Source: an optimization exercise on an open RTL-to-GDS flow (aim: small area). Production flows keep margins and buffers that such runs may drop.
In this exercise RTL edits were held to simulation tests only and were not proved equivalent to the original.

<file path="design/flow/config.mk">
export PLATFORM = sky130hd
export DESIGN_NAME = cim_node
export DESIGN_NICKNAME = cim_node
export VERILOG_FILES = /design/flow/design.v
export SDC_FILE = /design/flow/constraint.sdc
export NUM_CORES = 4
export LEC_CHECK = 0
export ABC_AREA = 1
export CAP_MARGIN = 0
export CORE_MARGIN = 2
export CORE_UTILIZATION = 40
export PLACE_DENSITY = 0.6
export SLEW_MARGIN = 0
export SYNTH_HIERARCHICAL = 1
</file>
<file path="design/flow/constraint.sdc">
create_clock -name core_clock -period 10.0 [get_ports {clk}]
set_input_delay 2.0000 -clock core_clock [delete_from_list [all_inputs] [get_ports {clk}]]
set_output_delay 2.0000 -clock core_clock [all_outputs]
set_load 0.01 [all_outputs]
</file>
<file path="design/flow/design.v">
`timescale 1ns/1ps
`default_nettype none
module mac_engine (
    input  wire [15:0] x,
    input  wire [15:0] k,
    input  wire [15:0] acc,
    output wire [15:0] y
);
    wire one1;
    wire two2;
    wire neg3;
    wire one4;
    wire two5;
    wire neg6;
    wire one7;
    wire two8;
    wire neg9;
    wire one10;
    wire two11;
    wire neg12;
    wire one13;
    wire two14;
    wire neg15;
    wire one16;
    wire two17;
    wire neg18;
    wire one19;
    wire two20;
    wire neg21;
    wire one22;
    wire two23;
    wire neg24;
    wire pp25;
    wire pp26;
    wire pp27;
    wire pp28;
    wire pp29;
    wire pp30;
    wire pp31;
    wire pp32;
    wire pp33;
    wire pp34;
    wire pp35;
    wire pp36;
    wire pp37;
    wire pp38;
    wire pp39;
    wire pp40;
    wire pp41;
    wire pp42;
    wire pp43;
    wire pp44;
    wire pp45;
    wire pp46;
    wire pp47;
    wire pp48;
    wire pp49;
    wire pp50;
    wire pp51;
    wire pp52;
    wire pp53;
    wire pp54;
    wire pp55;
    wire pp56;
    wire pp57;
    wire pp58;
    wire pp59;
    wire pp60;
    wire pp61;
    wire pp62;
    wire pp63;
    wire pp64;
    wire pp65;
    wire pp66;
    wire pp67;
    wire pp68;
    wire pp69;
    wire pp70;
    wire pp71;
    wire pp72;
    wire pp73;
    wire pp74;
    wire pp75;
    wire pp76;
    wire pp77;
    wire pp78;
    wire pp79;
    wire pp80;
    wire pp81;
    wire pp82;
    wire pp83;
    wire pp84;
    wire pp85;
    wire pp86;
    wire pp87;
    wire pp88;
    wire pp89;
    wire pp90;
    wire pp91;
    wire pp92;
    wire pp93;
    wire pp94;
    wire pp95;
    wire pp96;
    wire pp97;
    wire pp98;
    wire pp99;
    wire pp100;
    wire pp101;
    wire pp102;
    wire pp103;
    wire pp104;
    wire pp105;
    wire pp106;
    wire pp107;
    wire pp108;
    wire pp109;
    wire pp110;
    wire pp111;
    wire pp112;
    wire pp113;
    wire pp114;
    wire pp115;
    wire pp116;
    wire pp117;
    wire pp118;
    wire pp119;
    wire pp120;
    wire pp121;
    wire pp122;
    wire pp123;
    wire pp124;
    wire pp125;
    wire pp126;
    wire pp127;
    wire pp128;
    wire pp129;
    wire pp130;
    wire pp131;
    wire pp132;
    wire pp133;
    wire pp134;
    wire pp135;
    wire pp136;
    wire pp137;
    wire pp138;
    wire pp139;
    wire pp140;
    wire pp141;
    wire pp142;
    wire pp143;
    wire pp144;
    wire pp145;
    wire pp146;
    wire pp147;
    wire pp148;
    wire pp149;
    wire pp150;
    wire pp151;
    wire s152;
    wire c153;
    wire s154;
    wire c155;
    wire s156;
    wire c157;
    wire s158;
    wire c159;
    wire s160;
    wire c161;
    wire s162;
    wire c163;
    wire s164;
    wire c165;
    wire s166;
    wire c167;
    wire s168;
    wire c169;
    wire s170;
    wire c171;
    wire s172;
    wire c173;
    wire s174;
    wire c175;
    wire s176;
    wire c177;
    wire s178;
    wire c179;
    wire s180;
    wire c181;
    wire s182;
    wire c183;
    wire s184;
    wire c185;
    wire s186;
    wire c187;
    wire s188;
    wire c189;
    wire s190;
    wire c191;
    wire s192;
    wire c193;
    wire s194;
    wire c195;
    wire s196;
    wire c197;
    wire s198;
    wire c199;
    wire s200;
    wire c201;
    wire s202;
    wire c203;
    wire s204;
    wire c205;
    wire s206;
    wire c207;
    wire s208;
    wire c209;
    wire s210;
    wire c211;
    wire s212;
    wire c213;
    wire s214;
    wire c215;
    wire s216;
    wire c217;
    wire s218;
    wire c219;
    wire s220;
    wire c221;
    wire s222;
    wire c223;
    wire s224;
    wire c225;
    wire s226;
    wire c227;
    wire s228;
    wire c229;
    wire s230;
    wire c231;
    wire s232;
    wire c233;
    wire s234;
    wire c235;
    wire s236;
    wire c237;
    wire s238;
    wire c239;
    wire s240;
    wire c241;
    wire s242;
    wire c243;
    wire s244;
    wire c245;
    wire s246;
    wire c247;
    wire s248;
    wire c249;
    wire s250;
    wire c251;
    wire s252;
    wire c253;
    wire s254;
    wire c255;
    wire s256;
    wire c257;
    wire s258;
    wire c259;
    wire s260;
    wire c261;
    wire s262;
    wire c263;
    wire s264;
    wire c265;
    wire s266;
    wire c267;
    wire s268;
    wire c269;
    wire s270;
    wire c271;
    wire s272;
    wire c273;
    wire s274;
    wire c275;
    wire s276;
    wire c277;
    wire s278;
    wire c279;
    wire s280;
    wire c281;
    wire s282;
    wire c283;
    wire s284;
    wire c285;
    wire s286;
    wire c287;
    wire s288;
    wire c289;
    wire s290;
    wire c291;
    wire s292;
    wire c293;
    wire s294;
    wire c295;
    wire s296;
    wire c297;
    wire s298;
    wire c299;
    wire s300;
    wire c301;
    wire s302;
    wire c303;
    wire s304;
    wire c305;
    wire s306;
    wire c307;
    wire s308;
    wire c309;
    wire s310;
    wire c311;
    wire s312;
    wire c313;
    wire s314;
    wire c315;
    wire s316;
    wire c317;
    wire s318;
    wire c319;
    wire s320;
    wire c321;
    wire s322;
    wire c323;
    wire s324;
    wire c325;
    wire s326;
    wire c327;
    wire s328;
    wire c329;
    wire s330;
    wire c331;
    wire s332;
    wire c333;
    wire s334;
    wire c335;
    wire s336;
    wire c337;
    wire s338;
    wire c339;
    wire s340;
    wire c341;
    wire s342;
    wire c343;
    wire s344;
    wire c345;
    wire s346;
    wire c347;
    wire s348;
    wire c349;
    wire s350;
    wire c351;
    wire s352;
    wire c353;
    wire s354;
    wire c355;
    wire s356;
    wire c357;
    wire s358;
    wire c359;
    wire s360;
    wire c361;
    wire s362;
    wire c363;
    wire s364;
    wire c365;
    wire s366;
    wire c367;
    wire s368;
    wire c369;
    wire s370;
    wire c371;
    wire s372;
    wire c373;
    wire s374;
    wire c375;
    wire s376;
    wire c377;
    wire s378;
    wire c379;
    wire s380;
    wire c381;
    wire s382;
    wire c383;
    wire s384;
    wire c385;
    wire s386;
    wire c387;
    wire [25:0] ra, rb;
    assign one1 = k[0] ^ 1'b0;
    assign two2 = (k[1] & ~k[0] & ~1'b0) | (~k[1] & k[0] & 1'b0);
    assign neg3 = k[1];
    assign one4 = k[2] ^ k[1];
    assign two5 = (k[3] & ~k[2] & ~k[1]) | (~k[3] & k[2] & k[1]);
    assign neg6 = k[3];
    assign one7 = k[4] ^ k[3];
    assign two8 = (k[5] & ~k[4] & ~k[3]) | (~k[5] & k[4] & k[3]);
    assign neg9 = k[5];
    assign one10 = k[6] ^ k[5];
    assign two11 = (k[7] & ~k[6] & ~k[5]) | (~k[7] & k[6] & k[5]);
    assign neg12 = k[7];
    assign one13 = k[8] ^ k[7];
    assign two14 = (k[9] & ~k[8] & ~k[7]) | (~k[9] & k[8] & k[7]);
    assign neg15 = k[9];
    assign one16 = k[10] ^ k[9];
    assign two17 = (k[11] & ~k[10] & ~k[9]) | (~k[11] & k[10] & k[9]);
    assign neg18 = k[11];
    assign one19 = k[12] ^ k[11];
    assign two20 = (k[13] & ~k[12] & ~k[11]) | (~k[13] & k[12] & k[11]);
    assign neg21 = k[13];
    assign one22 = k[14] ^ k[13];
    assign two23 = (k[15] & ~k[14] & ~k[13]) | (~k[15] & k[14] & k[13]);
    assign neg24 = k[15];
    assign pp25 = ((one1 & x[0]) | (two2 & 1'b0)) ^ neg3;
    assign pp26 = ((one1 & x[1]) | (two2 & x[0])) ^ neg3;
    assign pp27 = ((one1 & x[2]) | (two2 & x[1])) ^ neg3;
    assign pp28 = ((one1 & x[3]) | (two2 & x[2])) ^ neg3;
    assign pp29 = ((one1 & x[4]) | (two2 & x[3])) ^ neg3;
    assign pp30 = ((one1 & x[5]) | (two2 & x[4])) ^ neg3;
    assign pp31 = ((one1 & x[6]) | (two2 & x[5])) ^ neg3;
    assign pp32 = ((one1 & x[7]) | (two2 & x[6])) ^ neg3;
    assign pp33 = ((one1 & x[8]) | (two2 & x[7])) ^ neg3;
    assign pp34 = ((one1 & x[9]) | (two2 & x[8])) ^ neg3;
    assign pp35 = ((one1 & x[10]) | (two2 & x[9])) ^ neg3;
    assign pp36 = ((one1 & x[11]) | (two2 & x[10])) ^ neg3;
    assign pp37 = ((one1 & x[12]) | (two2 & x[11])) ^ neg3;
    assign pp38 = ((one1 & x[13]) | (two2 & x[12])) ^ neg3;
    assign pp39 = ((one1 & x[14]) | (two2 & x[13])) ^ neg3;
    assign pp40 = ((one1 & x[15]) | (two2 & x[14])) ^ neg3;
    assign pp41 = ~(((one1 & x[15]) | (two2 & x[15])) ^ neg3);
    assign pp42 = ((one4 & x[0]) | (two5 & 1'b0)) ^ neg6;
    assign pp43 = ((one4 & x[1]) | (two5 & x[0])) ^ neg6;
    assign pp44 = ((one4 & x[2]) | (two5 & x[1])) ^ neg6;
    assign pp45 = ((one4 & x[3]) | (two5 & x[2])) ^ neg6;
    assign pp46 = ((one4 & x[4]) | (two5 & x[3])) ^ neg6;
    assign pp47 = ((one4 & x[5]) | (two5 & x[4])) ^ neg6;
    assign pp48 = ((one4 & x[6]) | (two5 & x[5])) ^ neg6;
    assign pp49 = ((one4 & x[7]) | (two5 & x[6])) ^ neg6;
    assign pp50 = ((one4 & x[8]) | (two5 & x[7])) ^ neg6;
    assign pp51 = ((one4 & x[9]) | (two5 & x[8])) ^ neg6;
    assign pp52 = ((one4 & x[10]) | (two5 & x[9])) ^ neg6;
    assign pp53 = ((one4 & x[11]) | (two5 & x[10])) ^ neg6;
    assign pp54 = ((one4 & x[12]) | (two5 & x[11])) ^ neg6;
    assign pp55 = ((one4 & x[13]) | (two5 & x[12])) ^ neg6;
    assign pp56 = ((one4 & x[14]) | (two5 & x[13])) ^ neg6;
    assign pp57 = ((one4 & x[15]) | (two5 & x[14])) ^ neg6;
    assign pp58 = ~(((one4 & x[15]) | (two5 & x[15])) ^ neg6);
    assign pp59 = ((one7 & x[0]) | (two8 & 1'b0)) ^ neg9;
    assign pp60 = ((one7 & x[1]) | (two8 & x[0])) ^ neg9;
    assign pp61 = ((one7 & x[2]) | (two8 & x[1])) ^ neg9;
    assign pp62 = ((one7 & x[3]) | (two8 & x[2])) ^ neg9;
    assign pp63 = ((one7 & x[4]) | (two8 & x[3])) ^ neg9;
    assign pp64 = ((one7 & x[5]) | (two8 & x[4])) ^ neg9;
    assign pp65 = ((one7 & x[6]) | (two8 & x[5])) ^ neg9;
    assign pp66 = ((one7 & x[7]) | (two8 & x[6])) ^ neg9;
    assign pp67 = ((one7 & x[8]) | (two8 & x[7])) ^ neg9;
    assign pp68 = ((one7 & x[9]) | (two8 & x[8])) ^ neg9;
    assign pp69 = ((one7 & x[10]) | (two8 & x[9])) ^ neg9;
    assign pp70 = ((one7 & x[11]) | (two8 & x[10])) ^ neg9;
    assign pp71 = ((one7 & x[12]) | (two8 & x[11])) ^ neg9;
    assign pp72 = ((one7 & x[13]) | (two8 & x[12])) ^ neg9;
    assign pp73 = ((one7 & x[14]) | (two8 & x[13])) ^ neg9;
    assign pp74 = ((one7 & x[15]) | (two8 & x[14])) ^ neg9;
    assign pp75 = ~(((one7 & x[15]) | (two8 & x[15])) ^ neg9);
    assign pp76 = ((one10 & x[0]) | (two11 & 1'b0)) ^ neg12;
    assign pp77 = ((one10 & x[1]) | (two11 & x[0])) ^ neg12;
    assign pp78 = ((one10 & x[2]) | (two11 & x[1])) ^ neg12;
    assign pp79 = ((one10 & x[3]) | (two11 & x[2])) ^ neg12;
    assign pp80 = ((one10 & x[4]) | (two11 & x[3])) ^ neg12;
    assign pp81 = ((one10 & x[5]) | (two11 & x[4])) ^ neg12;
    assign pp82 = ((one10 & x[6]) | (two11 & x[5])) ^ neg12;
    assign pp83 = ((one10 & x[7]) | (two11 & x[6])) ^ neg12;
    assign pp84 = ((one10 & x[8]) | (two11 & x[7])) ^ neg12;
    assign pp85 = ((one10 & x[9]) | (two11 & x[8])) ^ neg12;
    assign pp86 = ((one10 & x[10]) | (two11 & x[9])) ^ neg12;
    assign pp87 = ((one10 & x[11]) | (two11 & x[10])) ^ neg12;
    assign pp88 = ((one10 & x[12]) | (two11 & x[11])) ^ neg12;
    assign pp89 = ((one10 & x[13]) | (two11 & x[12])) ^ neg12;
    assign pp90 = ((one10 & x[14]) | (two11 & x[13])) ^ neg12;
    assign pp91 = ((one10 & x[15]) | (two11 & x[14])) ^ neg12;
    assign pp92 = ~(((one10 & x[15]) | (two11 & x[15])) ^ neg12);
    assign pp93 = ((one13 & x[0]) | (two14 & 1'b0)) ^ neg15;
    assign pp94 = ((one13 & x[1]) | (two14 & x[0])) ^ neg15;
    assign pp95 = ((one13 & x[2]) | (two14 & x[1])) ^ neg15;
    assign pp96 = ((one13 & x[3]) | (two14 & x[2])) ^ neg15;
    assign pp97 = ((one13 & x[4]) | (two14 & x[3])) ^ neg15;
    assign pp98 = ((one13 & x[5]) | (two14 & x[4])) ^ neg15;
    assign pp99 = ((one13 & x[6]) | (two14 & x[5])) ^ neg15;
    assign pp100 = ((one13 & x[7]) | (two14 & x[6])) ^ neg15;
    assign pp101 = ((one13 & x[8]) | (two14 & x[7])) ^ neg15;
    assign pp102 = ((one13 & x[9]) | (two14 & x[8])) ^ neg15;
    assign pp103 = ((one13 & x[10]) | (two14 & x[9])) ^ neg15;
    assign pp104 = ((one13 & x[11]) | (two14 & x[10])) ^ neg15;
    assign pp105 = ((one13 & x[12]) | (two14 & x[11])) ^ neg15;
    assign pp106 = ((one13 & x[13]) | (two14 & x[12])) ^ neg15;
    assign pp107 = ((one13 & x[14]) | (two14 & x[13])) ^ neg15;
    assign pp108 = ((one13 & x[15]) | (two14 & x[14])) ^ neg15;
    assign pp109 = ~(((one13 & x[15]) | (two14 & x[15])) ^ neg15);
    assign pp110 = ((one16 & x[0]) | (two17 & 1'b0)) ^ neg18;
    assign pp111 = ((one16 & x[1]) | (two17 & x[0])) ^ neg18;
    assign pp112 = ((one16 & x[2]) | (two17 & x[1])) ^ neg18;
    assign pp113 = ((one16 & x[3]) | (two17 & x[2])) ^ neg18;
    assign pp114 = ((one16 & x[4]) | (two17 & x[3])) ^ neg18;
    assign pp115 = ((one16 & x[5]) | (two17 & x[4])) ^ neg18;
    assign pp116 = ((one16 & x[6]) | (two17 & x[5])) ^ neg18;
    assign pp117 = ((one16 & x[7]) | (two17 & x[6])) ^ neg18;
    assign pp118 = ((one16 & x[8]) | (two17 & x[7])) ^ neg18;
    assign pp119 = ((one16 & x[9]) | (two17 & x[8])) ^ neg18;
    assign pp120 = ((one16 & x[10]) | (two17 & x[9])) ^ neg18;
    assign pp121 = ((one16 & x[11]) | (two17 & x[10])) ^ neg18;
    assign pp122 = ((one16 & x[12]) | (two17 & x[11])) ^ neg18;
    assign pp123 = ((one16 & x[13]) | (two17 & x[12])) ^ neg18;
    assign pp124 = ((one16 & x[14]) | (two17 & x[13])) ^ neg18;
    assign pp125 = ((one16 & x[15]) | (two17 & x[14])) ^ neg18;
    assign pp126 = ((one19 & x[0]) | (two20 & 1'b0)) ^ neg21;
    assign pp127 = ((one19 & x[1]) | (two20 & x[0])) ^ neg21;
    assign pp128 = ((one19 & x[2]) | (two20 & x[1])) ^ neg21;
    assign pp129 = ((one19 & x[3]) | (two20 & x[2])) ^ neg21;
    assign pp130 = ((one19 & x[4]) | (two20 & x[3])) ^ neg21;
    assign pp131 = ((one19 & x[5]) | (two20 & x[4])) ^ neg21;
    assign pp132 = ((one19 & x[6]) | (two20 & x[5])) ^ neg21;
    assign pp133 = ((one19 & x[7]) | (two20 & x[6])) ^ neg21;
    assign pp134 = ((one19 & x[8]) | (two20 & x[7])) ^ neg21;
    assign pp135 = ((one19 & x[9]) | (two20 & x[8])) ^ neg21;
    assign pp136 = ((one19 & x[10]) | (two20 & x[9])) ^ neg21;
    assign pp137 = ((one19 & x[11]) | (two20 & x[10])) ^ neg21;
    assign pp138 = ((one19 & x[12]) | (two20 & x[11])) ^ neg21;
    assign pp139 = ((one19 & x[13]) | (two20 & x[12])) ^ neg21;
    assign pp140 = ((one22 & x[0]) | (two23 & 1'b0)) ^ neg24;
    assign pp141 = ((one22 & x[1]) | (two23 & x[0])) ^ neg24;
    assign pp142 = ((one22 & x[2]) | (two23 & x[1])) ^ neg24;
    assign pp143 = ((one22 & x[3]) | (two23 & x[2])) ^ neg24;
    assign pp144 = ((one22 & x[4]) | (two23 & x[3])) ^ neg24;
    assign pp145 = ((one22 & x[5]) | (two23 & x[4])) ^ neg24;
    assign pp146 = ((one22 & x[6]) | (two23 & x[5])) ^ neg24;
    assign pp147 = ((one22 & x[7]) | (two23 & x[6])) ^ neg24;
    assign pp148 = ((one22 & x[8]) | (two23 & x[7])) ^ neg24;
    assign pp149 = ((one22 & x[9]) | (two23 & x[8])) ^ neg24;
    assign pp150 = ((one22 & x[10]) | (two23 & x[9])) ^ neg24;
    assign pp151 = ((one22 & x[11]) | (two23 & x[10])) ^ neg24;
    assign s152 = pp39 ^ pp54;
    assign c153 = pp39 & pp54;
    assign s154 = pp40 ^ pp55;
    assign c155 = pp40 & pp55;
    assign s156 = pp41 ^ pp56 ^ pp71;
    assign c157 = (pp41 & pp56) | (pp71 & (pp41 ^ pp56));
    assign s158 = pp57 ^ pp72;
    assign c159 = pp57 & pp72;
    assign s160 = pp35 ^ pp50 ^ pp65;
    assign c161 = (pp35 & pp50) | (pp65 & (pp35 ^ pp50));
    assign s162 = pp36 ^ pp51 ^ pp66;
    assign c163 = (pp36 & pp51) | (pp66 & (pp36 ^ pp51));
    assign s164 = pp37 ^ pp52 ^ pp67;
    assign c165 = (pp37 & pp52) | (pp67 & (pp37 ^ pp52));
    assign s166 = pp82 ^ pp97 ^ pp112;
    assign c167 = (pp82 & pp97) | (pp112 & (pp82 ^ pp97));
    assign s168 = pp38 ^ pp53 ^ pp68;
    assign c169 = (pp38 & pp53) | (pp68 & (pp38 ^ pp53));
    assign s170 = pp83 ^ pp98 ^ pp113;
    assign c171 = (pp83 & pp98) | (pp113 & (pp83 ^ pp98));
    assign s172 = s152 ^ pp69 ^ pp84;
    assign c173 = (s152 & pp69) | (pp84 & (s152 ^ pp69));
    assign s174 = pp99 ^ pp114 ^ pp128;
    assign c175 = (pp99 & pp114) | (pp128 & (pp99 ^ pp114));
    assign s176 = pp140 ^ neg24;
    assign c177 = pp140 & neg24;
    assign s178 = s154 ^ pp70 ^ pp85;
    assign c179 = (s154 & pp70) | (pp85 & (s154 ^ pp70));
    assign s180 = pp100 ^ pp115 ^ pp129;
    assign c181 = (pp100 & pp115) | (pp129 & (pp100 ^ pp115));
    assign s182 = pp141 ^ acc[5] ^ c153;
    assign c183 = (pp141 & acc[5]) | (c153 & (pp141 ^ acc[5]));
    assign s184 = s156 ^ pp86 ^ pp101;
    assign c185 = (s156 & pp86) | (pp101 & (s156 ^ pp86));
    assign s186 = pp116 ^ pp130 ^ pp142;
    assign c187 = (pp116 & pp130) | (pp142 & (pp116 ^ pp130));
    assign s188 = 1'b1 ^ acc[6] ^ c155;
    assign c189 = (1'b1 & acc[6]) | (c155 & (1'b1 ^ acc[6]));
    assign s190 = s158 ^ pp87 ^ pp102;
    assign c191 = (s158 & pp87) | (pp102 & (s158 ^ pp87));
    assign s192 = pp117 ^ pp131 ^ pp143;
    assign c193 = (pp117 & pp131) | (pp143 & (pp117 ^ pp131));
    assign s194 = 1'b1 ^ acc[7] ^ c157;
    assign c195 = (1'b1 & acc[7]) | (c157 & (1'b1 ^ acc[7]));
    assign s196 = pp58 ^ pp73 ^ pp88;
    assign c197 = (pp58 & pp73) | (pp88 & (pp58 ^ pp73));
    assign s198 = pp103 ^ pp118 ^ pp132;
    assign c199 = (pp103 & pp118) | (pp132 & (pp103 ^ pp118));
    assign s200 = pp144 ^ acc[8] ^ c159;
    assign c201 = (pp144 & acc[8]) | (c159 & (pp144 ^ acc[8]));
    assign s202 = pp74 ^ pp89 ^ pp104;
    assign c203 = (pp74 & pp89) | (pp104 & (pp74 ^ pp89));
    assign s204 = pp119 ^ pp133 ^ pp145;
    assign c205 = (pp119 & pp133) | (pp145 & (pp119 ^ pp133));
    assign s206 = 1'b1 ^ acc[9];
    assign c207 = 1'b1 & acc[9];
    assign s208 = pp75 ^ pp90 ^ pp105;
    assign c209 = (pp75 & pp90) | (pp105 & (pp75 ^ pp90));
    assign s210 = pp120 ^ pp134 ^ pp146;
    assign c211 = (pp120 & pp134) | (pp146 & (pp120 ^ pp134));
    assign s212 = pp91 ^ pp106 ^ pp121;
    assign c213 = (pp91 & pp106) | (pp121 & (pp91 ^ pp106));
    assign s214 = pp135 ^ pp147;
    assign c215 = pp135 & pp147;
    assign s216 = pp92 ^ pp107 ^ pp122;
    assign c217 = (pp92 & pp107) | (pp122 & (pp92 ^ pp107));
    assign s218 = pp108 ^ pp123;
    assign c219 = pp108 & pp123;
    assign s220 = pp31 ^ pp46;
    assign c221 = pp31 & pp46;
    assign s222 = pp32 ^ pp47;
    assign c223 = pp32 & pp47;
    assign s224 = pp33 ^ pp48 ^ pp63;
    assign c225 = (pp33 & pp48) | (pp63 & (pp33 ^ pp48));
    assign s226 = pp78 ^ pp93;
    assign c227 = pp78 & pp93;
    assign s228 = pp34 ^ pp49 ^ pp64;
    assign c229 = (pp34 & pp49) | (pp64 & (pp34 ^ pp49));
    assign s230 = pp79 ^ pp94;
    assign c231 = pp79 & pp94;
    assign s232 = s160 ^ pp80 ^ pp95;
    assign c233 = (s160 & pp80) | (pp95 & (s160 ^ pp80));
    assign s234 = pp110 ^ neg18 ^ acc[0];
    assign c235 = (pp110 & neg18) | (acc[0] & (pp110 ^ neg18));
    assign s236 = s162 ^ pp81 ^ pp96;
    assign c237 = (s162 & pp81) | (pp96 & (s162 ^ pp81));
    assign s238 = pp111 ^ acc[1] ^ c161;
    assign c239 = (pp111 & acc[1]) | (c161 & (pp111 ^ acc[1]));
    assign s240 = s164 ^ s166 ^ pp126;
    assign c241 = (s164 & s166) | (pp126 & (s164 ^ s166));
    assign s242 = neg21 ^ acc[2] ^ c163;
    assign c243 = (neg21 & acc[2]) | (c163 & (neg21 ^ acc[2]));
    assign s244 = s168 ^ s170 ^ pp127;
    assign c245 = (s168 & s170) | (pp127 & (s168 ^ s170));
    assign s246 = acc[3] ^ c165 ^ c167;
    assign c247 = (acc[3] & c165) | (c167 & (acc[3] ^ c165));
    assign s248 = s172 ^ s174 ^ s176;
    assign c249 = (s172 & s174) | (s176 & (s172 ^ s174));
    assign s250 = acc[4] ^ c169 ^ c171;
    assign c251 = (acc[4] & c169) | (c171 & (acc[4] ^ c169));
    assign s252 = s178 ^ s180 ^ s182;
    assign c253 = (s178 & s180) | (s182 & (s178 ^ s180));
    assign s254 = c173 ^ c175 ^ c177;
    assign c255 = (c173 & c175) | (c177 & (c173 ^ c175));
    assign s256 = s184 ^ s186 ^ s188;
    assign c257 = (s184 & s186) | (s188 & (s184 ^ s186));
    assign s258 = c179 ^ c181 ^ c183;
    assign c259 = (c179 & c181) | (c183 & (c179 ^ c181));
    assign s260 = s190 ^ s192 ^ s194;
    assign c261 = (s190 & s192) | (s194 & (s190 ^ s192));
    assign s262 = c185 ^ c187 ^ c189;
    assign c263 = (c185 & c187) | (c189 & (c185 ^ c187));
    assign s264 = s196 ^ s198 ^ s200;
    assign c265 = (s196 & s198) | (s200 & (s196 ^ s198));
    assign s266 = c191 ^ c193 ^ c195;
    assign c267 = (c191 & c193) | (c195 & (c191 ^ c193));
    assign s268 = s202 ^ s204 ^ s206;
    assign c269 = (s202 & s204) | (s206 & (s202 ^ s204));
    assign s270 = c197 ^ c199 ^ c201;
    assign c271 = (c197 & c199) | (c201 & (c197 ^ c199));
    assign s272 = s208 ^ s210 ^ acc[10];
    assign c273 = (s208 & s210) | (acc[10] & (s208 ^ s210));
    assign s274 = c203 ^ c205 ^ c207;
    assign c275 = (c203 & c205) | (c207 & (c203 ^ c205));
    assign s276 = s212 ^ s214 ^ 1'b1;
    assign c277 = (s212 & s214) | (1'b1 & (s212 ^ s214));
    assign s278 = acc[11] ^ c209 ^ c211;
    assign c279 = (acc[11] & c209) | (c211 & (acc[11] ^ c209));
    assign s280 = s216 ^ pp136 ^ pp148;
    assign c281 = (s216 & pp136) | (pp148 & (s216 ^ pp136));
    assign s282 = acc[12] ^ c213 ^ c215;
    assign c283 = (acc[12] & c213) | (c215 & (acc[12] ^ c213));
    assign s284 = s218 ^ pp137 ^ pp149;
    assign c285 = (s218 & pp137) | (pp149 & (s218 ^ pp137));
    assign s286 = 1'b1 ^ acc[13] ^ c217;
    assign c287 = (1'b1 & acc[13]) | (c217 & (1'b1 ^ acc[13]));
    assign s288 = pp109 ^ pp124 ^ pp138;
    assign c289 = (pp109 & pp124) | (pp138 & (pp109 ^ pp124));
    assign s290 = pp150 ^ acc[14] ^ c219;
    assign c291 = (pp150 & acc[14]) | (c219 & (pp150 ^ acc[14]));
    assign s292 = pp125 ^ pp139 ^ pp151;
    assign c293 = (pp125 & pp139) | (pp151 & (pp125 ^ pp139));
    assign s294 = 1'b1 ^ acc[15];
    assign c295 = 1'b1 & acc[15];
    assign s296 = pp29 ^ pp44;
    assign c297 = pp29 & pp44;
    assign s298 = pp30 ^ pp45;
    assign c299 = pp30 & pp45;
    assign s300 = s220 ^ pp61 ^ pp76;
    assign c301 = (s220 & pp61) | (pp76 & (s220 ^ pp61));
    assign s302 = s222 ^ pp62 ^ pp77;
    assign c303 = (s222 & pp62) | (pp77 & (s222 ^ pp62));
    assign s304 = s224 ^ s226 ^ neg15;
    assign c305 = (s224 & s226) | (neg15 & (s224 ^ s226));
    assign s306 = s228 ^ s230 ^ c225;
    assign c307 = (s228 & s230) | (c225 & (s228 ^ s230));
    assign s308 = s232 ^ s234 ^ c229;
    assign c309 = (s232 & s234) | (c229 & (s232 ^ s234));
    assign s310 = s236 ^ s238 ^ c233;
    assign c311 = (s236 & s238) | (c233 & (s236 ^ s238));
    assign s312 = s240 ^ s242 ^ c237;
    assign c313 = (s240 & s242) | (c237 & (s240 ^ s242));
    assign s314 = s244 ^ s246 ^ c241;
    assign c315 = (s244 & s246) | (c241 & (s244 ^ s246));
    assign s316 = s248 ^ s250 ^ c245;
    assign c317 = (s248 & s250) | (c245 & (s248 ^ s250));
    assign s318 = s252 ^ s254 ^ c249;
    assign c319 = (s252 & s254) | (c249 & (s252 ^ s254));
    assign s320 = s256 ^ s258 ^ c253;
    assign c321 = (s256 & s258) | (c253 & (s256 ^ s258));
    assign s322 = s260 ^ s262 ^ c257;
    assign c323 = (s260 & s262) | (c257 & (s260 ^ s262));
    assign s324 = s264 ^ s266 ^ c261;
    assign c325 = (s264 & s266) | (c261 & (s264 ^ s266));
    assign s326 = s268 ^ s270 ^ c265;
    assign c327 = (s268 & s270) | (c265 & (s268 ^ s270));
    assign s328 = s272 ^ s274 ^ c269;
    assign c329 = (s272 & s274) | (c269 & (s272 ^ s274));
    assign s330 = s276 ^ s278 ^ c273;
    assign c331 = (s276 & s278) | (c273 & (s276 ^ s278));
    assign s332 = s280 ^ s282 ^ c277;
    assign c333 = (s280 & s282) | (c277 & (s280 ^ s282));
    assign s334 = s284 ^ s286 ^ c281;
    assign c335 = (s284 & s286) | (c281 & (s284 ^ s286));
    assign s336 = s288 ^ s290 ^ c285;
    assign c337 = (s288 & s290) | (c285 & (s288 ^ s290));
    assign s338 = s292 ^ s294 ^ c289;
    assign c339 = (s292 & s294) | (c289 & (s292 ^ s294));
    assign s340 = pp27 ^ pp42;
    assign c341 = pp27 & pp42;
    assign s342 = pp28 ^ pp43;
    assign c343 = pp28 & pp43;
    assign s344 = s296 ^ pp59 ^ neg9;
    assign c345 = (s296 & pp59) | (neg9 & (s296 ^ pp59));
    assign s346 = s298 ^ pp60 ^ c297;
    assign c347 = (s298 & pp60) | (c297 & (s298 ^ pp60));
    assign s348 = s300 ^ neg12 ^ c299;
    assign c349 = (s300 & neg12) | (c299 & (s300 ^ neg12));
    assign s350 = s302 ^ c221 ^ c301;
    assign c351 = (s302 & c221) | (c301 & (s302 ^ c221));
    assign s352 = s304 ^ c223 ^ c303;
    assign c353 = (s304 & c223) | (c303 & (s304 ^ c223));
    assign s354 = s306 ^ c227 ^ c305;
    assign c355 = (s306 & c227) | (c305 & (s306 ^ c227));
    assign s356 = s308 ^ c231 ^ c307;
    assign c357 = (s308 & c231) | (c307 & (s308 ^ c231));
    assign s358 = s310 ^ c235 ^ c309;
    assign c359 = (s310 & c235) | (c309 & (s310 ^ c235));
    assign s360 = s312 ^ c239 ^ c311;
    assign c361 = (s312 & c239) | (c311 & (s312 ^ c239));
    assign s362 = s314 ^ c243 ^ c313;
    assign c363 = (s314 & c243) | (c313 & (s314 ^ c243));
    assign s364 = s316 ^ c247 ^ c315;
    assign c365 = (s316 & c247) | (c315 & (s316 ^ c247));
    assign s366 = s318 ^ c251 ^ c317;
    assign c367 = (s318 & c251) | (c317 & (s318 ^ c251));
    assign s368 = s320 ^ c255 ^ c319;
    assign c369 = (s320 & c255) | (c319 & (s320 ^ c255));
    assign s370 = s322 ^ c259 ^ c321;
    assign c371 = (s322 & c259) | (c321 & (s322 ^ c259));
    assign s372 = s324 ^ c263 ^ c323;
    assign c373 = (s324 & c263) | (c323 & (s324 ^ c263));
    assign s374 = s326 ^ c267 ^ c325;
    assign c375 = (s326 & c267) | (c325 & (s326 ^ c267));
    assign s376 = s328 ^ c271 ^ c327;
    assign c377 = (s328 & c271) | (c327 & (s328 ^ c271));
    assign s378 = s330 ^ c275 ^ c329;
    assign c379 = (s330 & c275) | (c329 & (s330 ^ c275));
    assign s380 = s332 ^ c279 ^ c331;
    assign c381 = (s332 & c279) | (c331 & (s332 ^ c279));
    assign s382 = s334 ^ c283 ^ c333;
    assign c383 = (s334 & c283) | (c333 & (s334 ^ c283));
    assign s384 = s336 ^ c287 ^ c335;
    assign c385 = (s336 & c287) | (c335 & (s336 ^ c287));
    assign s386 = s338 ^ c291 ^ c337;
    assign c387 = (s338 & c291) | (c337 & (s338 ^ c291));
    assign ra = {s386, s384, s382, s380, s378, s376, s374, s372, s370, s368, s366, s364, s362, s360, s358, s356, s354, s352, s350, s348, s346, s344, s342, s340, pp26, pp25};
    assign rb = {c385, c383, c381, c379, c377, c375, c373, c371, c369, c367, c365, c363, c361, c359, c357, c355, c353, c351, c349, c347, c345, c343, c341, neg6, 1'b0, neg3};
    wire g388;
    wire p389;
    wire g390;
    wire p391;
    wire g392;
    wire p393;
    wire g394;
    wire p395;
    wire g396;
    wire p397;
    wire g398;
    wire p399;
    wire g400;
    wire p401;
    wire g402;
    wire p403;
    wire g404;
    wire p405;
    wire g406;
    wire p407;
    wire G408;
    wire P409;
    wire G410;
    wire P411;
    wire G412;
    wire P413;
    wire G414;
    wire P415;
    wire G416;
    wire P417;
    wire G418;
    wire P419;
    wire G420;
    wire P421;
    wire G422;
    wire P423;
    wire G424;
    wire P425;
    wire g426;
    wire p427;
    wire g428;
    wire p429;
    wire g430;
    wire p431;
    wire g432;
    wire p433;
    wire g434;
    wire p435;
    wire g436;
    wire p437;
    wire g438;
    wire p439;
    wire g440;
    wire p441;
    wire g442;
    wire p443;
    wire g444;
    wire p445;
    wire g446;
    wire p447;
    wire g448;
    wire p449;
    wire g450;
    wire p451;
    wire g452;
    wire p453;
    wire g454;
    wire p455;
    wire g456;
    wire p457;
    wire G458;
    wire P459;
    wire G460;
    wire P461;
    wire G462;
    wire P463;
    wire G464;
    wire P465;
    wire G466;
    wire P467;
    wire G468;
    wire P469;
    wire G470;
    wire P471;
    wire G472;
    wire P473;
    wire G474;
    wire P475;
    wire G476;
    wire P477;
    wire G478;
    wire P479;
    wire G480;
    wire P481;
    wire G482;
    wire P483;
    wire G484;
    wire P485;
    wire G486;
    wire P487;
    wire G488;
    wire P489;
    wire G490;
    wire P491;
    wire G492;
    wire P493;
    wire G494;
    wire P495;
    wire G496;
    wire P497;
    wire G498;
    wire P499;
    wire G500;
    wire P501;
    wire G502;
    wire P503;
    wire G504;
    wire P505;
    wire G506;
    wire P507;
    wire G508;
    wire P509;
    wire G510;
    wire P511;
    assign g388 = ra[0] & rb[0];
    assign p389 = ra[0] | rb[0];
    assign g390 = ra[1] & rb[1];
    assign p391 = ra[1] | rb[1];
    assign g392 = ra[2] & rb[2];
    assign p393 = ra[2] | rb[2];
    assign g394 = ra[3] & rb[3];
    assign p395 = ra[3] | rb[3];
    assign g396 = ra[4] & rb[4];
    assign p397 = ra[4] | rb[4];
    assign g398 = ra[5] & rb[5];
    assign p399 = ra[5] | rb[5];
    assign g400 = ra[6] & rb[6];
    assign p401 = ra[6] | rb[6];
    assign g402 = ra[7] & rb[7];
    assign p403 = ra[7] | rb[7];
    assign g404 = ra[8] & rb[8];
    assign p405 = ra[8] | rb[8];
    assign g406 = ra[9] & rb[9];
    assign p407 = ra[9] | rb[9];
    assign G408 = g390 | (p391 & g388);
    assign P409 = p391 & p389;
    assign G410 = g396 | (p397 & g394);
    assign P411 = p397 & p395;
    assign G412 = G410 | (P411 & g392);
    assign P413 = P411 & p393;
    assign G414 = G412 | (P413 & G408);
    assign P415 = P413 & P409;
    assign G416 = g400 | (p401 & g398);
    assign P417 = p401 & p399;
    assign G418 = g406 | (p407 & g404);
    assign P419 = p407 & p405;
    assign G420 = G418 | (P419 & g402);
    assign P421 = P419 & p403;
    assign G422 = G420 | (P421 & G416);
    assign P423 = P421 & P417;
    assign G424 = G422 | (P423 & G414);
    assign P425 = P423 & P415;
    assign g426 = ra[10] & rb[10];
    assign p427 = ra[10] ^ rb[10];
    assign g428 = ra[11] & rb[11];
    assign p429 = ra[11] ^ rb[11];
    assign g430 = ra[12] & rb[12];
    assign p431 = ra[12] ^ rb[12];
    assign g432 = ra[13] & rb[13];
    assign p433 = ra[13] ^ rb[13];
    assign g434 = ra[14] & rb[14];
    assign p435 = ra[14] ^ rb[14];
    assign g436 = ra[15] & rb[15];
    assign p437 = ra[15] ^ rb[15];
    assign g438 = ra[16] & rb[16];
    assign p439 = ra[16] ^ rb[16];
    assign g440 = ra[17] & rb[17];
    assign p441 = ra[17] ^ rb[17];
    assign g442 = ra[18] & rb[18];
    assign p443 = ra[18] ^ rb[18];
    assign g444 = ra[19] & rb[19];
    assign p445 = ra[19] ^ rb[19];
    assign g446 = ra[20] & rb[20];
    assign p447 = ra[20] ^ rb[20];
    assign g448 = ra[21] & rb[21];
    assign p449 = ra[21] ^ rb[21];
    assign g450 = ra[22] & rb[22];
    assign p451 = ra[22] ^ rb[22];
    assign g452 = ra[23] & rb[23];
    assign p453 = ra[23] ^ rb[23];
    assign g454 = ra[24] & rb[24];
    assign p455 = ra[24] ^ rb[24];
    assign g456 = ra[25] & rb[25];
    assign p457 = ra[25] ^ rb[25];
    assign G458 = g426 | (p427 & G424);
    assign P459 = p427 & 1'b0;
    assign G460 = g430 | (p431 & g428);
    assign P461 = p431 & p429;
    assign G462 = g434 | (p435 & g432);
    assign P463 = p435 & p433;
    assign G464 = g438 | (p439 & g436);
    assign P465 = p439 & p437;
    assign G466 = g442 | (p443 & g440);
    assign P467 = p443 & p441;
    assign G468 = g446 | (p447 & g444);
    assign P469 = p447 & p445;
    assign G470 = g450 | (p451 & g448);
    assign P471 = p451 & p449;
    assign G472 = g454 | (p455 & g452);
    assign P473 = p455 & p453;
    assign G474 = G460 | (P461 & G458);
    assign P475 = P461 & P459;
    assign G476 = G464 | (P465 & G462);
    assign P477 = P465 & P463;
    assign G478 = G468 | (P469 & G466);
    assign P479 = P469 & P467;
    assign G480 = G472 | (P473 & G470);
    assign P481 = P473 & P471;
    assign G482 = G476 | (P477 & G474);
    assign P483 = P477 & P475;
    assign G484 = G480 | (P481 & G478);
    assign P485 = P481 & P479;
    assign G486 = G484 | (P485 & G482);
    assign P487 = P485 & P483;
    assign G488 = G478 | (P479 & G482);
    assign P489 = P479 & P483;
    assign G490 = G462 | (P463 & G474);
    assign P491 = P463 & P475;
    assign G492 = G466 | (P467 & G482);
    assign P493 = P467 & P483;
    assign G494 = G470 | (P471 & G488);
    assign P495 = P471 & P489;
    assign G496 = g428 | (p429 & G458);
    assign P497 = p429 & P459;
    assign G498 = g432 | (p433 & G474);
    assign P499 = p433 & P475;
    assign G500 = g436 | (p437 & G490);
    assign P501 = p437 & P491;
    assign G502 = g440 | (p441 & G482);
    assign P503 = p441 & P483;
    assign G504 = g444 | (p445 & G492);
    assign P505 = p445 & P493;
    assign G506 = g448 | (p449 & G488);
    assign P507 = p449 & P489;
    assign G508 = g452 | (p453 & G494);
    assign P509 = p453 & P495;
    assign G510 = g456 | (p457 & G486);
    assign P511 = p457 & P487;
    assign y = {(p457 ^ G486), (p455 ^ G508), (p453 ^ G494), (p451 ^ G506), (p449 ^ G488), (p447 ^ G504), (p445 ^ G492), (p443 ^ G502), (p441 ^ G482), (p439 ^ G500), (p437 ^ G490), (p435 ^ G498), (p433 ^ G474), (p431 ^ G496), (p429 ^ G458), (p427 ^ G424)};
endmodule
`default_nettype wire
`timescale 1ns/1ps
`default_nettype none
module cim_node #(
    parameter logic [1:0] NODE_ID = 2'd0
) (
    input  logic clk,
    input  logic rst_n,
    input  logic [3:0] bus_op,
    input  logic [47:0] bus_data,
    input  logic [1:0] bus_target_or_sender,
    output logic [3:0] bus_out_op,
    output logic [47:0] bus_out_data,
    output logic [1:0] bus_out_target_or_sender,
    output logic bus_drive,
    output logic is_ready
);
    logic to_me;
    logic op_load_start;
    logic op_load;
    logic op_send;
    logic op_par_start;
    logic op_par;
    assign to_me = (bus_target_or_sender == NODE_ID);
    assign op_load_start = (bus_op == 4'd1);
    assign op_load = (bus_op == 4'd2);
    assign op_send = (bus_op == 4'd3) & to_me;
    assign op_par_start = (bus_op == 4'd5);
    assign op_par = (bus_op == 4'd6) & to_me;
    assign bus_out_target_or_sender = NODE_ID;
    logic [5:0] par_ptr;
    logic [1:0] par_lane;
    logic [15:0] lane_data;
    logic [15:0] kern [8];
    logic [15:0] bias;
    always_comb begin
        case (par_lane)
            2'd1: lane_data = bus_data[31:16];
            2'd2: lane_data = bus_data[47:32];
            default: lane_data = bus_data[15:0];
        endcase
    end
    always_ff @(posedge clk) begin
        if (op_par_start) begin
            par_ptr <= bus_data[5:0];
            par_lane <= 2'd0;
        end else if (op_par) begin
            par_ptr <= par_ptr + 6'd1;
            par_lane <= (par_lane == 2'd2) ? 2'd0 : par_lane + 2'd1;
        end
    end
    always_ff @(posedge clk) begin
        for (int j = 0; j < 8; j++) begin
            if (op_par && par_ptr == 6'(j)) kern[j] <= lane_data;
        end
        if (op_par && par_ptr == 6'd8) bias <= lane_data;
    end
    logic [4:0] wcnt;
    logic [7:0] ksel;
    logic [15:0] k_cur;
    logic [15:0] acc;
    logic [15:0] acc_base;
    logic [15:0] acc_next;
    logic [15:0] x_in;
    always_ff @(posedge clk) begin
        if (op_load_start) begin
            wcnt <= '0;
        end else if (op_load) begin
            wcnt <= wcnt + 5'd1;
        end
    end
    always_comb begin
        for (int j = 0; j < 8; j++) ksel[j] = (wcnt[2:0] == 3'(j));
        k_cur = '0;
        for (int j = 0; j < 8; j++) k_cur = k_cur | (kern[j] & {16{ksel[j]}});
    end
    assign acc_base = (op_load & ksel[0]) ? bias : acc;
    assign x_in = bus_data[15:0] & {16{op_load}};
    mac_engine u_mac (
        .x(x_in),
        .k(k_cur),
        .acc(acc_base),
        .y(acc_next)
    );
    always_ff @(posedge clk) begin
        acc <= acc_next;
    end
    logic [1:0] phase;
    logic [15:0] ring [4];
    logic ins_pend;
    logic ins;
    logic ready;
    assign ins = ins_pend & (phase == wcnt[4:3]);
    always_ff @(posedge clk) begin
        ring[0] <= ring[1];
        ring[1] <= ring[2];
        ring[2] <= ring[3];
        ring[3] <= ins ? acc : ring[0];
    end
    always_ff @(posedge clk) begin
        if (!rst_n) begin
            phase <= 2'd0;
            ins_pend <= 1'b0;
            ready <= 1'b0;
        end else begin
            phase <= phase + 2'd1;
            if (op_load && wcnt[2:0] == 3'd7) begin
                ins_pend <= 1'b1;
            end else if (ins) begin
                ins_pend <= 1'b0;
            end
            if (op_load_start) begin
                ready <= 1'b0;
            end else if (ins && wcnt[4:3] == 2'd0) begin
                ready <= 1'b1;
            end
        end
    end
    assign is_ready = ready;
    logic send_pend;
    logic [1:0] send_phase;
    logic lane1_on;
    logic lane0_on;
    logic send_fire;
    assign send_fire = send_pend & (phase == send_phase);
    always_ff @(posedge clk) begin
        if (op_send) begin
            send_phase <= bus_data[1:0] + bus_data[17:16] + 2'd1;
            lane1_on <= bus_data[17];
            lane0_on <= bus_data[17] & bus_data[16];
        end
    end
    always_ff @(posedge clk) begin
        if (!rst_n) begin
            send_pend <= 1'b0;
            bus_drive <= 1'b0;
        end else begin
            bus_drive <= send_fire;
            if (op_send) begin
                send_pend <= 1'b1;
            end else if (send_fire) begin
                send_pend <= 1'b0;
            end
        end
    end
    assign bus_out_op = {1'b0, bus_drive, 2'b00};
    assign bus_out_data = {ring[2], ring[1] & {16{lane1_on}}, ring[0] & {16{lane0_on}}};
endmodule
`default_nettype wire
</file>
<file path="design/flow/flow/run.sh">
#!/bin/bash
# Own flow: the standard layout (standard.sh, unchanged synthesis), with
# small port buffers and a clock tree of smaller buffers without dummy loads.
# Every input and output port still gets its buffer; the clock still reaches
# the registers only through clock buffers.
set -euo pipefail
here=$(pwd)
log=$here/flow_make.log
CTS="-sink_clustering_enable -repair_clock_nets -dont_use_dummy_load"
CTS="$CTS -buf_list sky130_fd_sc_hd__clkbuf_8"
CTS="$CTS -sink_clustering_size 16 -sink_clustering_max_diameter 80"
bash standard.sh \
  "BUFFER_PORTS_ARGS=-buffer_cell sky130_fd_sc_hd__buf_1" \
  "CTS_ARGS=$CTS" \
  finish > "$log" 2>&1
test -f out/final.def
</file>
<file path="design/flow/standard.sh">
#!/bin/bash
# synth_recipe.tcl (not shown) runs the flow's synth.tcl, then flattens the netlist and writes it again
# the make line also repeats each setting of config.mk as NAME=value (left out here)
make -C /OpenROAD-flow-scripts/flow DESIGN_CONFIG=/design/flow/config.mk WORK_HOME=/design/flow/orfs CLKGATE_MAP_FILE= SYNTH_SCRIPT=/design/flow/synth_recipe.tcl "${@:-finish}"
</file>
==> results of run 1 <==
## cells in the mapped netlist, types with 2 or more instances
master    instances  share of area (%)
nand2_1         322                7.8
inv_1           231                5.6
edfxtp_1        154                 30
xor2_1          122                6.9
fa_1            101                 13
nor2_1          100                2.4
o22ai_1          94                3.8
dfxtp_1          93                 12
nand3_1          61                2.0
ha_1             47                3.8
a21oi_1          30               0.97
buf_2            25               0.81
clkbuf_1         20               0.49
buf_6            18                1.3
o21ai_0          17               0.55
a21oi_2          16               0.91
a31oi_1          16               0.65
o21ai_2          15               0.85
o22ai_2          15                1.2
buf_4            13               0.63
inv_2            10               0.24
nor2_2           10               0.40
o21ai_1          10               0.32
xnor2_1           9               0.51
nand2_2           8               0.32
nand4_1           8               0.32
buf_1             7               0.17
a211oi_1          4               0.19
nor2_4            4               0.29
or2_2             3               0.12
a21boi_0          2              0.097
a21o_1            2              0.097
inv_4             2              0.081
nand3_4           2               0.23
o211ai_1          2              0.097
o21bai_1          2              0.097
## Yosys stat by module, one instance, submodules excluded
| module | cells inside | cell area [um^2] | flops+latches | times used |
|---|---|---|---|---|
| cim_node | 890 | 9554 | 247 | 1 |
| mac_engine | 715 | 5898 | 0 | 1 |
## cell type report
class / count / area share [%]
Multi-Input combinational cell: 1035 / 45.91
Sequential cell: 247 / 39.52
Inverter: 244 / 5.642
Tap cell: 511 / 3.896
Timing Repair Buffer: 128 / 3.431
Clock buffer: 19 / 1.593
## worst max-delay path by stage
| stage | startpoint | to | slack [ns] | cells past startpoint |
|---|---|---|---|---|
| after floorplan | bus_op[0] | acc[14] | 2.76 | 24 |
| after global placement | bus_op[2] | acc[14] | 1.87 | 23 |
| after detailed placement | bus_op[2] | acc[14] | 1.67 | 23 |
| after CTS | wcnt[0] | acc[14] | 1.97 | 27 |
| after global routing | wcnt[0] | acc[14] | 1.44 | 34 |
| final | wcnt[0] | acc[14] | 2.01 | 28 |
## layer usage
metal / share of wire [%] / up-vias
met3: 6.4 / 46
met5: 0 / -
met4: 2.3 / 0
met2: 47 / 385
met1: 44 / 5373
li1: - / 5295
## flip-flops by register name, indices dropped and copies added (netlist names)
signal and count:
lane0_on 1, lane1_on 1, ring 64, par_ptr 6, bias 16, bus_drive 1
ins_pend 1, kern 128, ready 1, par_lane 2, send_pend 1, wcnt 5
phase 2, send_phase 2, acc 16
## worst register-to-register path: cells and delay by family, from the launching register on
family	cells	cell delay, ns
AOI/OAI and AO/OA	5	1.27
xor gates and xnor gates	2	0.39
adders and majority gates	8	3.89
buffers and inverters	5	0.79
DFF	1	0.35
and+or+nand+nor	8	1.20
## kinds of logic (layout without fill, tap and decap cells)
logic type	Yosys count	count (layout)	synth area share, %
XOR/XNOR	132	132	7.530
flip-flops	247	247	41.98
buffers and inverters	327	391	9.401
other	1	5	0.02427
adder cells (fa/ha/maj)	148	148	16.89
multiplexers	1	1	0.06478
AO/OA/AOI/OAI	227	227	10.02
AND/OR/NAND/NOR	522	522	14.10
## through the flow
stage | hold WS (ns) | worst slack [ns] | utilization [%] | instances | area, um^2
after floorplan | 0.3096 | 2.755 | - | 1609 | 15470
final | 0.3345 | 2.005 | 43.36 | 2184 | 16410
after global placement | 0.3098 | 1.874 | 42.65 | 2164 | 16140
after CTS | 0.3346 | 1.972 | 43.34 | 2183 | 16400
after global routing | 0.3418 | 1.439 | 43.36 | 2184 | 16410
after detailed placement | 0.3121 | 1.665 | 42.65 | 2164 | 16140
==> results.sh, run 1 <==
export IMPL_clockBufferDepth=3
export IMPL_min_period_ns=7.995
export IMPL_cp_max_fo=18
export IMPL_clock_sinks=247
export IMPL_track_usage_pct=19.29
export IMPL_synth_area_per_cell_um2=9.628
export IMPL_start_util_pct=40.83
export IMPL_met1_usage_pct=26.38
export IMPL_fmax_ghz=0.1251
export IMPL_clk_pin_slew_ns=0.10
export IMPL_core_um2=37840
export IMPL_drt_wl_total_um=39010
export IMPL_cap_viol_max_count=0
export IMPL_drt_pass1_iterations=5
export IMPL_yosysUniqueCellTypes=46
export IMPL_hold_violations=0
export IMPL_holdPathEnd="ring[2][15]"
export IMPL_gp_congestion=0.8974
export IMPL_worstRegToRegCells=28
export IMPL_worstHoldPathType="reg2reg"
export IMPL_worst_pin_slew_ns=1.346
export IMPL_met3_usage_pct=2.744
export IMPL_fin_nets=1879
export IMPL_slew_headroom_pct=9.825
export IMPL_yosysWarnings=9
export IMPL_r2r_end="acc[14]"
export IMPL_wl_per_cell_um=17.86
export IMPL_numCtsBuffers=19
export IMPL_n_antenna_cell=0
export IMPL_final_common_cell="nand2_1"
export IMPL_crit_arrival_ns=8.43
export IMPL_worst_ep_required_time_ns=10.43
export IMPL_ctsHtreeMaxLevel=1
export IMPL_multiInputGateArea_um2=7535
export IMPL_grt_pass1_wl_um=60640
export IMPL_grt_max_degree=33
export IMPL_post_cts_buffers=0
export IMPL_cts_hold_buf=0
export IMPL_seq_area_frac_synth_pct=41.98
export IMPL_drv_slew=0
export IMPL_areaGrowthSynthToFinish_pct=6.202
export IMPL_reg2reg_from="wcnt[0]"
export IMPL_num_rows=71
export IMPL_ioPinCount=112
export IMPL_via_count=11100
export IMPL_synthCells=1605
export IMPL_rrSetupSlack_ns=2.01
export IMPL_dpl_hpwl_um=28830
export IMPL_yosys_register_bits=247
export IMPL_cp_start_kind="flip-flop"
export IMPL_synth_area_um2=15450
export IMPL_grt_antenna_before_repair=2
export IMPL_fin_setup_tns_ns=0
export IMPL_synth_main_ff_cell="edfxtp_1"
export IMPL_slowest_delay_ns=0.78
export IMPL_port_buffers=106
export IMPL_die_w_um=200.5
export IMPL_num_fill_cells=3753
export IMPL_crit_type="reg2reg"
export IMPL_synth_edff_count=154
export IMPL_regArea_um2=6486
export IMPL_die_area_um2=40220
export IMPL_cpMostUsedCell="fa_1"
export IMPL_worstHoldPathCells=0
export IMPL_met2_usage_pct=32.55
export IMPL_slowest_stage="ha_1"
export IMPL_ant_nets=0
export IMPL_busiest_layer="met2"
export IMPL_avgViaCountPerCell=5.082
export IMPL_drtIter0Drc=941
export IMPL_cp_top_family="adder cells"
export IMPL_overflow=0
export IMPL_drc=0
export IMPL_layout_drive_gt1_share_pct=7.890
export IMPL_finalClockSkew_ns=0.03083
export IMPL_cts_resized=0
export IMPL_crit_path_end_kind="flip-flop"
export IMPL_async_reset_ff_share_pct=0
export IMPL_clockRootBuffer="clkbuf_8"
export IMPL_setup_viol=0
export IMPL_die_h_um=200.5
export IMPL_grt_setup_unrepaired="no"
export IMPL_worst_skew_pair_late_latency_ns=0.56
export IMPL_status="complete, no violations"
export IMPL_worstHoldStart="ring[3][15]"
export IMPL_cts_tree="yes"
export IMPL_mostFrequentLayoutCells="322 x nand2_1, 231 x inv_1, 154 x edfxtp_1, 122 x xor2_1, 106 x buf_1"
export IMPL_finalCritPeriodShare_pct=79.95
export IMPL_critPathBufInv=5
export IMPL_grt_pass1_vias=10790
==> inputs of run 2 (changes only) <==
--- a/design/flow/config.mk
+++ b/design/flow/config.mk
@@ -12,3 +12,2 @@
 export PLACE_DENSITY = 0.6
 export SLEW_MARGIN = 0
-export SYNTH_HIERARCHICAL = 1
==> run 2 against run 1 <==
Global-route usage is 0.59 points higher. Still clean. Hold slack lost 0.0048 ns. Clock skew is 0.0046 ns lower. Largest cell class unchanged. Fmax fell by 3.6%.
==> results.sh, run 2 <==
export IMPL_die_h_um=201.3
export IMPL_yosys_cell_count_top_type="nand2_1"
export IMPL_rrSetupSlack_ns=1.70
export IMPL_final_area_um2=16590
export IMPL_wl_per_cell_um=18.24
export IMPL_reg2reg_from="wcnt[2]"
export IMPL_final_common_cell="nand2_1"
export IMPL_drc=0
export IMPL_finalClockSkew_ns=0.02621
export IMPL_slowest_delay_ns=0.55
export IMPL_routed_top_layer="met4"
export IMPL_synthCells=1619
export IMPL_ctsHtreeMaxLevel=1
export IMPL_worst_pin_slew_ns=1.336
export IMPL_route_met2_wl_um=18300
export IMPL_yosys_register_bits=247
export IMPL_setup_viol=0
export IMPL_layout_drive_gt1_share_pct=9.069
export IMPL_ant_nets=0
export IMPL_yosysUniqueCellTypes=52
export IMPL_largest_reg_flops=128
export IMPL_clk_pin_slew_ns=0.10
export IMPL_areaGrowthSynthToFinish_pct=6.516
export IMPL_wl_met3_um=2276
export IMPL_track_usage_pct=19.88
export IMPL_num_rows=72
export IMPL_die_w_um=201.3
export IMPL_fin_nets=1893
export IMPL_grt_max_degree=33
export IMPL_crit_arrival_ns=8.74
export IMPL_worstHoldPathCells=0
export IMPL_synth_edff_count=154
export IMPL_fin_setup_tns_ns=0
export IMPL_grt_setup_unrepaired="no"
export IMPL_clockRootBuffer="clkbuf_8"
export IMPL_clockBufferDepth=3
export IMPL_drt_met1_wl_um=18650
export IMPL_ioPinCount=112
export IMPL_synth_area_um2=15570
export IMPL_crit_type="reg2reg"
export IMPL_worst_ep_required_time_ns=10.44
export IMPL_cts_tree="yes"
export IMPL_synth_top_area_cell="edfxtp_1"
export IMPL_gp_congestion=0.8817
export IMPL_cp_start_kind="flip-flop"
export IMPL_setup_slack_ns=1.704
export IMPL_start_util_pct=40.39
export IMPL_synth_main_ff_cell="edfxtp_1"
export IMPL_port_buffers=106
export IMPL_clock_sinks=247
export IMPL_worst_skew_pair_late_latency_ns=0.57
export IMPL_hold_violations=0
export IMPL_regMostFlops="kern"
export IMPL_via_count=11130
export IMPL_preCtsSetupSlack_ns=1.415
export IMPL_r2r_end="acc[14]"
export IMPL_drt_pass1_iterations=5
export IMPL_seq_area_frac_synth_pct=41.65
export IMPL_finalCritPeriodShare_pct=82.96
export IMPL_synthTopCellsByArea="edfxtp_1 30%, fa_1 13%, dfxtp_1 12%, nand2_1 8.7%, xor2_1 6.9%"
export IMPL_worstHoldPathType="reg2reg"
export IMPL_worstHoldStart="ring[3][5]"
export IMPL_yosys_area_top_type_share_pct=29.70
export IMPL_n_antenna_cell=0
export IMPL_numCtsBuffers=19
export IMPL_grt_antenna_before_repair=0
export IMPL_cpMostUsedCell="fa_1"
export IMPL_holdPathEnd="ring[2][5]"
export IMPL_avgViaCountPerCell=5.048
export IMPL_synth_area_per_cell_um2=9.619
export IMPL_status="complete, no violations"
export IMPL_grt_pass1_vias=11010
export IMPL_drv_slew=0
export IMPL_post_cts_buffers=0
export IMPL_slew_headroom_pct=10.51
export IMPL_crit_path_end_kind="flip-flop"
export IMPL_cts_resized=0
export IMPL_cap_viol_max_count=0
export IMPL_async_reset_ff_share_pct=0
export IMPL_drtIter0Drc=788
export IMPL_cp_max_fo=19
export IMPL_dpl_instance_area_um2=16330
export IMPL_yosysWarnings=3
export IMPL_crit_path_start="wcnt[2]"
export IMPL_slowest_stage="nor2_4"
export IMPL_mostFrequentLayoutCells="360 x nand2_1, 210 x inv_1, 154 x edfxtp_1, 123 x xor2_1, 106 x buf_1"
export IMPL_core_um2=38560
export IMPL_drt_wl_total_um=40210
export IMPL_grt_pass1_wl_um=62560
export IMPL_die_area_um2=40530
export IMPL_top_regs="kern: 128 flops, ring: 64 flops"
export IMPL_dpl_hpwl_um=30310
export IMPL_num_fill_cells=3841
export IMPL_fmax_ghz=0.1205
export IMPL_cts_hold_buf=0
export IMPL_overflow=0
export IMPL_worstRegToRegCells=29
export IMPL_min_period_ns=8.296
export IMPL_ys_top_cells_by_count="360 x nand2_1, 210 x inv_1, 154 x edfxtp_1"
[run 2: kinds of logic (layout without fill, tap and decap cells)]
logic type / Yosys count / in the layout / synth area share (%)
xor+xnor: 133 / 133 / 7.480
fa+ha+maj: 148 / 148 / 16.76
flops: 247 / 247 / 41.65
simple gates: 566 / 566 / 15.37
other cells: 1 / 5 / 0.02408
buf+inv: 309 / 373 / 8.461
compound gates: 215 / 215 / 10.25
[run 2: metal layers]
metal	vias up	GRT usage, %
met1	5408	27.76
met3	56	3.110
met4	0	5.541
met2	337	32.18
met5	-	0
li1	5329	-
[run 2: through the flow]
stage                     cells  hold slack [ns]  util, %
after floorplan            1623           0.3096        -
after global placement     2186           0.3106    42.34
after detailed placement   2186           0.3132    42.34
after CTS                  2205           0.3364    43.02
after global routing       2205           0.3387    43.02
final                      2205           0.3297    43.02
[run 2: worst max-delay path by stage]
stage | end | slack, ns | depth (start not counted)
after detailed placement | acc[14] | 1.42 | 25
after global placement | acc[14] | 1.55 | 25
final | acc[14] | 1.70 | 29
after CTS | acc[14] | 1.68 | 29
after floorplan | acc[14] | 2.44 | 25
after global routing | acc[14] | 1.19 | 29
[run 2: final cells by class]
class	instances	area, um^2	area share (%)
Tap cell	518	648.1	3.907
Clock buffer	19	261.5	1.577
Inverter	234	885.9	5.341
Sequential cell	247	6486	39.10
Multi-Input combinational cell	1067	7802	47.04
Timing Repair Buffer	120	503.0	3.032
[run 2: critical path, delay by kind of cell (launching register included)]
kind	cells	cell delay, ns
flip-flops	1	0.32
AO/OA/AOI/OAI	4	0.90
XOR/XNOR	2	0.37
buffers and inverters	5	0.84
adder cells (fa/ha/maj)	8	3.81
AND/OR/NAND/NOR	10	1.91
==> inputs of run 3 (changes only) <==
==> design/flow/flow/run.sh (replaced) <==
#!/bin/bash
# Own flow: the standard layout (standard.sh and its synthesis script),
# with three changes to how the layout is made:
#  - ABC maps for area only (map -a, twice) without its buffering and upsizing;
#    flip-flops are mapped before ABC runs, so the registers are unchanged;
#  - every port gets a buf_1 as its port buffer;
#  - the clock tree uses clkbuf_8 on clusters of up to 16 sinks, with no dummy loads.
set -euo pipefail
here=$(pwd)
cp -r "$FLOW_HOME/scripts" "$here/scripts_abc"
printf 'strash\ndch\nmap -a\nstrash\ndch\nmap -a\ntopo\ndnsize -c\n' > "$here/scripts_abc/abc_area.script"
CTS="-sink_clustering_enable -repair_clock_nets -dont_use_dummy_load"
CTS="$CTS -buf_list sky130_fd_sc_hd__clkbuf_8"
CTS="$CTS -sink_clustering_size 16 -sink_clustering_max_diameter 80"
bash standard.sh \
  "SCRIPTS_DIR=$here/scripts_abc" \
  "BUFFER_PORTS_ARGS=-buffer_cell sky130_fd_sc_hd__buf_1" \
  "CTS_ARGS=$CTS" \
  finish > "$here/flow_make.log" 2>&1
test -f out/final.def
--- a/design/flow/config.mk
+++ b/design/flow/config.mk
@@ -12,2 +12,3 @@
 export PLACE_DENSITY = 0.6
 export SLEW_MARGIN = 0
+export SYNTH_HIERARCHICAL = 1
==> run 3 against run 2 <==
Flip-flop and latch count did not move. Register-to-register slack got worse by 0.44 ns. Count of clock-buffer cells in the layout rose by 2. Critical path type is now in2reg. Largest cell class unchanged. Highest routed layer is now met5.
==> results.sh, run 3 <==
export IMPL_worst_pin_slew_ns=1.107
export IMPL_cts_tree="yes"
export IMPL_synthCells=1265
export IMPL_mostFrequentLayoutCells="203 x clkinv_1, 154 x edfxtp_1, 135 x xor2_1, 119 x o22ai_1"
export IMPL_wl_per_cell_um=18.99
export IMPL_slowest_delay_ns=0.50
export IMPL_clockRootBuffer="clkbuf_8"
export IMPL_num_rows=68
export IMPL_yosys_cell_count_top_type="clkinv_1"
export IMPL_synth_main_ff_cell="edfxtp_1"
export IMPL_die_w_um=191.5
export IMPL_synth_area_um2=14050
export IMPL_final_area_um2=15640
export IMPL_grt_max_degree=33
export IMPL_busiest_layer="met2"
export IMPL_slew_headroom_pct=26.19
export IMPL_crit_type="in2reg"
export IMPL_core_um2=34540
export IMPL_ioPinCount=112
export IMPL_crit_arrival_ns=9.45
export IMPL_seq_area_frac_synth_pct=46.15
export IMPL_worst_skew_pair_late_latency_ns=0.57
export IMPL_clockBufferDepth=3
export IMPL_synthTopCellsByArea="edfxtp_1 33%, fa_1 14%, dfxtp_1 13%, xor2_1 8.4%, clkinv_1 5.4%"
export IMPL_cp_max_fo=16
export IMPL_async_reset_ff_share_pct=0
export IMPL_die_h_um=191.5
export IMPL_ctsHtreeMaxLevel=1
export IMPL_start_util_pct=40.69
export IMPL_cts_hold_buf=0
export IMPL_status="complete, no violations"
export IMPL_worst_ep_required_time_ns=10.47
export IMPL_grt_pass1_wl_um=55610
export IMPL_drt_wl_total_um=35850
export IMPL_die_area_um2=36650
export IMPL_fmax_ghz=0.1114
export IMPL_min_period_ns=8.977
export IMPL_layout_drive_gt1_share_pct=6.420
export IMPL_grt_setup_unrepaired="no"
export IMPL_port_buffers=106
export IMPL_yosys_area_top_type_share_pct=32.90
export IMPL_fin_setup_tns_ns=0
export IMPL_reg2reg_from="wcnt[1]"
export IMPL_drc=0
export IMPL_cpMostUsedCell="clkinv_1"
==> run 3: changes by cell type in the layout (fill, tap and decap cells not counted), sizes merged, moves of 20 or more <==
cell    change
a21oi      +20
inv       -233
o21ai      -30
o22ai      +25
nand3      -46
a22oi      +75
clkinv    +202
nand2     -317
buf        +29
==> run 3: final cells by class <==
class,count,area (um^2)
fill,3278,18900
multi-input combinational,813,6815
sequential,247,6486
inverter,203,762.0
timing repair buffer,149,720.7
tap,455,569.3
clock buffer,21,289.0
==> run 3: Yosys stat by module, one instance, submodules excluded <==
module	cells inside	cell area, um^2
cim_node	665	8816
mac_engine	600	5239
==> run 3: worst max-delay path: cells and delay by family <==
family | cells | cell delay, ns
compound gates | 9 | 1.76
xor+xnor | 2 | 0.36
fa+ha+maj | 5 | 2.34
buf+inv | 8 | 1.43
simple gates | 9 | 1.55
==> run 3: worst paths after layout <==
check	endpoint	slack, ns	cells past startpoint
worst max-delay path	acc[14]	1.02	33
worst min-delay path	ring[2][0]	0.31	0
worst max register to register	acc[14]	1.26	34
worst min register to register	ring[2][0]	0.31	0
==> run 3: metal layers <==
metal | vias to the layer above | part of all wire, %
li1 | 4719 | -
met1 | 4814 | 45
met2 | 318 | 47
met3 | 62 | 6.2
met4 | 2 | 2.6
met5 | - | 0.13
==> run 3: cell families (layout without fill, tap and decap cells) <==
group,after synthesis,in the layout,synth area share (%)
AO/OA/AOI/OAI,287,287,13.02
flip-flops,247,247,46.15
AND/OR/NAND/NOR,212,212,6.169
buffers and inverters,209,373,5.742
adder cells (fa/ha/maj),148,148,18.57
XOR/XNOR,144,144,8.974
multiplexers,17,17,1.353
other,1,5,0.02668
==> run 3: stage by stage <==
stage                     utilization, %  hold WS [ns]  std cells  worst slack, ns
after floorplan                        -        0.3096       1269            1.178
after global placement             44.45        0.3098       1867           0.5030
after detailed placement           44.45        0.3121       1867           0.3910
after CTS                          45.28        0.3139       1888            1.010
after global routing               45.28        0.3221       1888           0.2591
final                              45.28        0.3119       1888            1.023

re-timing with driven ports:
No port has a modelled driver above. Below, the same layouts with a new extraction and two added sets of constraints.
Step 1: set_driving_cell puts a clkbuf_16 on clk and a buf_2 on each other input, an assumption about the parent block.
Step 2, shift: input delay + t, output delay - t, t = (earliest + latest rising clock arrival at the registers) / 2. This alone moves slack from input paths to output paths.
Slacks: ideal / step 1 / step 2; pairs: ideal / step 1.
run | shift t [ns] | setup WS [ns] | hold slack, ns | worst setup path after step 2
run 1 | 0.591 | 2.005 / 2.005 / 1.634 | 0.335 / 0.335 / 0.335 | input to register
run 2 | 0.602 | 1.704 / 1.704 / 1.428 | 0.330 / 0.330 / 0.330 | input to register
run 3 | 0.595 | 1.023 / 1.045 / 0.451 | 0.312 / 0.312 / 0.312 | input to register
After both steps setup and hold are still met in every run listed. For run 3, which loses most, drivers alone change the setup slack by +0.022 ns; drivers and shift together by -0.572 ns.
